Context: an optimization exercise on an open-source flow, tuned for small area. The choices shown serve that exercise and are no tape-out recipe. In this exercise RTL edits were held to simulation tests only and were not proved equivalent to the original. Power figures rest on the tool's default switching activity, not on a simulated workload.

## build 6
## dcache_top
module dcache_top (
  input  logic                 clock,
  input  logic                 reset,
  input  logic                 rd_en,
  input  logic [addr_bits-1:0] rd_addr,
  input  logic                 wr_en,
  input  logic [addr_bits-1:0] wr_addr,
  input  logic [data_bits-1:0] wr_data,
  input  logic                 wr_dirty,
  output logic                 rd_hit,
  output logic [data_bits-1:0] rd_data,
  output logic                 wr_miss,
  output logic                 wb_valid,
  output logic [addr_bits-1:0] wb_addr,
  output logic [data_bits-1:0] wb_data
);
Size in the first run: about 8100 cells after synthesis, roughly 2900 flip-flops, about 240 I/O pins, roughly 120000 um2 of cells after synthesis.
Settings: LEC_CHECK=0, CAP_MARGIN=20, CELL_PAD_IN_SITES_DETAIL_PLACEMENT=1, CELL_PAD_IN_SITES_GLOBAL_PLACEMENT=1, CORE_MARGIN=2, CORE_UTILIZATION=25, SLEW_MARGIN=20; clock period 12.0 ns.
run.sh (not shown) runs the stock make flow with config.mk's settings and CLKGATE_MAP_FILE= SYNTH_SCRIPT=/design/flow/synth_recipe.tcl, a recipe that flattens the netlist after the stock synthesis.
[inputs] trial 56 vs build 6
- CTS_CLUSTER_DIAMETER newly set to 60
- CORE_UTILIZATION changed from 25 to 40
- CTS_CLUSTER_SIZE newly set to 30
==> comparison <==
Maximum single-stage delay on the critical path was higher in build 6 than in trial 56. The estimated power of trial 56 ends up lower than the estimate for build 6. The half-perimeter wire length after placement of trial 56 was superior to that of build 6. Detailed route wirelength on metal2 of trial 56 falls short of that of build 6 by a few percent. In trial 56, final design instance area without fill is lower than in build 6. Lower data arrival time of the critical path goes to trial 56 over build 6. Total number of vias essentially unchanged between build 6 and trial 56. | combinational fraction of design power | trial 56 vs build 6 | 0.4 points higher |. Via density per instance: trial 56 higher than build 6.

* * *

Another version of the RTL of dcache_top (not shown whole).
Size in the first run: roughly 7,900 cells after synthesis, about 2,900 flip-flops, roughly 0.12 mm2 of cells after synthesis.
==> flow/design.v (excerpt) <==
module dcache_top (
  input  logic                 clock,
  input  logic                 reset,
  input  logic                 rd_en,
  input  logic [addr_bits-1:0] rd_addr,
  input  logic                 wr_en,
  input  logic [addr_bits-1:0] wr_addr,
  input  logic [data_bits-1:0] wr_data,
  input  logic                 wr_dirty,
  output logic                 rd_hit,
  output logic [data_bits-1:0] rd_data,
  output logic                 wr_miss,
  output logic                 wb_valid,
  output logic [addr_bits-1:0] wb_addr,
  output logic [data_bits-1:0] wb_data
);
Settings: LEC_CHECK=0, CAP_MARGIN=20, CELL_PAD_IN_SITES_DETAIL_PLACEMENT=1, CELL_PAD_IN_SITES_GLOBAL_PLACEMENT=1, CORE_MARGIN=2, CORE_UTILIZATION=30, CTS_BUF_LIST=sky130_fd_sc_hd__clkbuf_16, CTS_CLUSTER_DIAMETER=100, CTS_CLUSTER_SIZE=24, SLEW_MARGIN=20; clock period 12.0 ns.
The baseline ran to the end with no violations.
Next try:
CTS_BUF_LIST = sky130_fd_sc_hd__clkbuf_8   (was sky130_fd_sc_hd__clkbuf_16)
CTS_CLUSTER_DIAMETER = 50   (was 100)
CTS_CLUSTER_SIZE = 12   (was 24)
Via count grows by 1.5%. Synthesized area is unchanged. Routed wire length is higher by 0.81%. Clock power goes up by 24%. Cell count came out higher by 2.2%. Total power came out higher by 7.7%. Global-route usage rises by 0.23 points. Worst hold slack is worse by 8.9 ps.

* * *

RTL: one of the versions met above, not the one the previous note started from.
Size: roughly 8100 cells after synthesis, about 2900 flip-flops, roughly 120000 um2 of cells after synthesis.
## dcache_top
module dcache_top (
  input  logic                 clock,
  input  logic                 reset,
  input  logic                 rd_en,
  input  logic [addr_bits-1:0] rd_addr,
  input  logic                 wr_en,
  input  logic [addr_bits-1:0] wr_addr,
  input  logic [data_bits-1:0] wr_data,
  input  logic                 wr_dirty,
  output logic                 rd_hit,
  output logic [data_bits-1:0] rd_data,
  output logic                 wr_miss,
  output logic                 wb_valid,
  output logic [addr_bits-1:0] wb_addr,
  output logic [data_bits-1:0] wb_data
);
Settings: LEC_CHECK=0, CAP_MARGIN=20, CELL_PAD_IN_SITES_DETAIL_PLACEMENT=1, CELL_PAD_IN_SITES_GLOBAL_PLACEMENT=1, CORE_MARGIN=2, CORE_UTILIZATION=30, CTS_BUF_LIST=sky130_fd_sc_hd__clkbuf_16, CTS_CLUSTER_DIAMETER=100, CTS_CLUSTER_SIZE=24, SLEW_MARGIN=20; clock period 12.0 ns.
Next try:
==> flow/flow/run.sh (new file) <==
#!/bin/bash
set -o pipefail
export CTS_ARGS="-sink_clustering_enable -repair_clock_nets -dont_use_dummy_load -buf_list {sky130_fd_sc_hd__clkbuf_8 sky130_fd_sc_hd__clkbuf_16} -root_buf sky130_fd_sc_hd__clkbuf_16 -sink_clustering_buffer sky130_fd_sc_hd__clkbuf_16 -sink_clustering_size 24 -sink_clustering_max_diameter 100"
bash standard.sh > standard.log 2>&1
==> flow/standard.sh (new file) <==
#!/bin/bash
# synth_recipe.tcl (not shown) runs the flow's synth.tcl, then flattens the netlist and writes it again
# the make line also repeats each setting of config.mk as NAME=value (left out here)
make -C /OpenROAD-flow-scripts/flow DESIGN_CONFIG=/design/flow/config.mk WORK_HOME=/design/flow/orfs CLKGATE_MAP_FILE= SYNTH_SCRIPT=/design/flow/synth_recipe.tcl "${@:-finish}"
--- a/flow/config.mk
+++ b/flow/config.mk
@@ -12,5 +12,2 @@
 export CORE_UTILIZATION = 30
-export CTS_BUF_LIST = sky130_fd_sc_hd__clkbuf_16
-export CTS_CLUSTER_DIAMETER = 100
-export CTS_CLUSTER_SIZE = 24
 export SLEW_MARGIN = 20
removed: flow/run.sh
After rerunning:
- critical path depth is unchanged
- worst setup slack improves by 130 ps
- area after synthesis is unchanged
- die area does not change
- via count stays flat
- sequential share of layout area rises by 0.23 points
- combinational power hardly moves
- first-iteration DRC count came out higher by 1.3%
- final area shrinks by 0.38%
- register-to-register slack degrades by 80 ps
- flip-flop and latch count does not change

-- separate check: timing with driven ports --
The results above use ideal ports. As a check the final layouts listed here were re-extracted and re-timed, cells and wires unchanged. Step 1 sets driving cells, clkbuf_16 on the clock port and buf_2 on the other inputs (assumed; they add their load-dependent delay and slew). Step 2 adds t to the input delays and takes it off the output delays; t is the mean of the earliest and latest rising clock arrival at the registers after step 1. Input paths then give back, and output paths get back, about the clock's delay inside the block. Three values: ideal, step 1, step 2; two values: the first two.
| run | t, ns | setup slack, ns | latest minus earliest clock arrival (ns) |
|---|---|---|---|
| build 6 | 1.068 | 0.645 / 0.592 / 0.592 | 0.112 / 0.112 |
| trial 56 | 1.080 | 0.710 / 0.684 / 0.684 | 0.092 / 0.092 |
| the first run of note 2 | 1.027 | 0.514 / 0.475 / 0.475 | 0.114 / 0.114 |
| the second run of note 2 | 1.233 | 0.365 / 0.292 / 0.292 | 0.141 / 0.142 |
| the first run of note 3 | 1.044 | 0.624 / 0.592 / 0.592 | 0.118 / 0.118 |
| the second run of note 3 | 1.009 | 0.758 / 0.727 / 0.727 | 0.168 / 0.168 |
After both steps setup and hold are still met in every run listed. For the second run of note 2, which loses most, drivers alone change the setup slack by -0.073 ns; drivers and shift together by -0.073 ns.
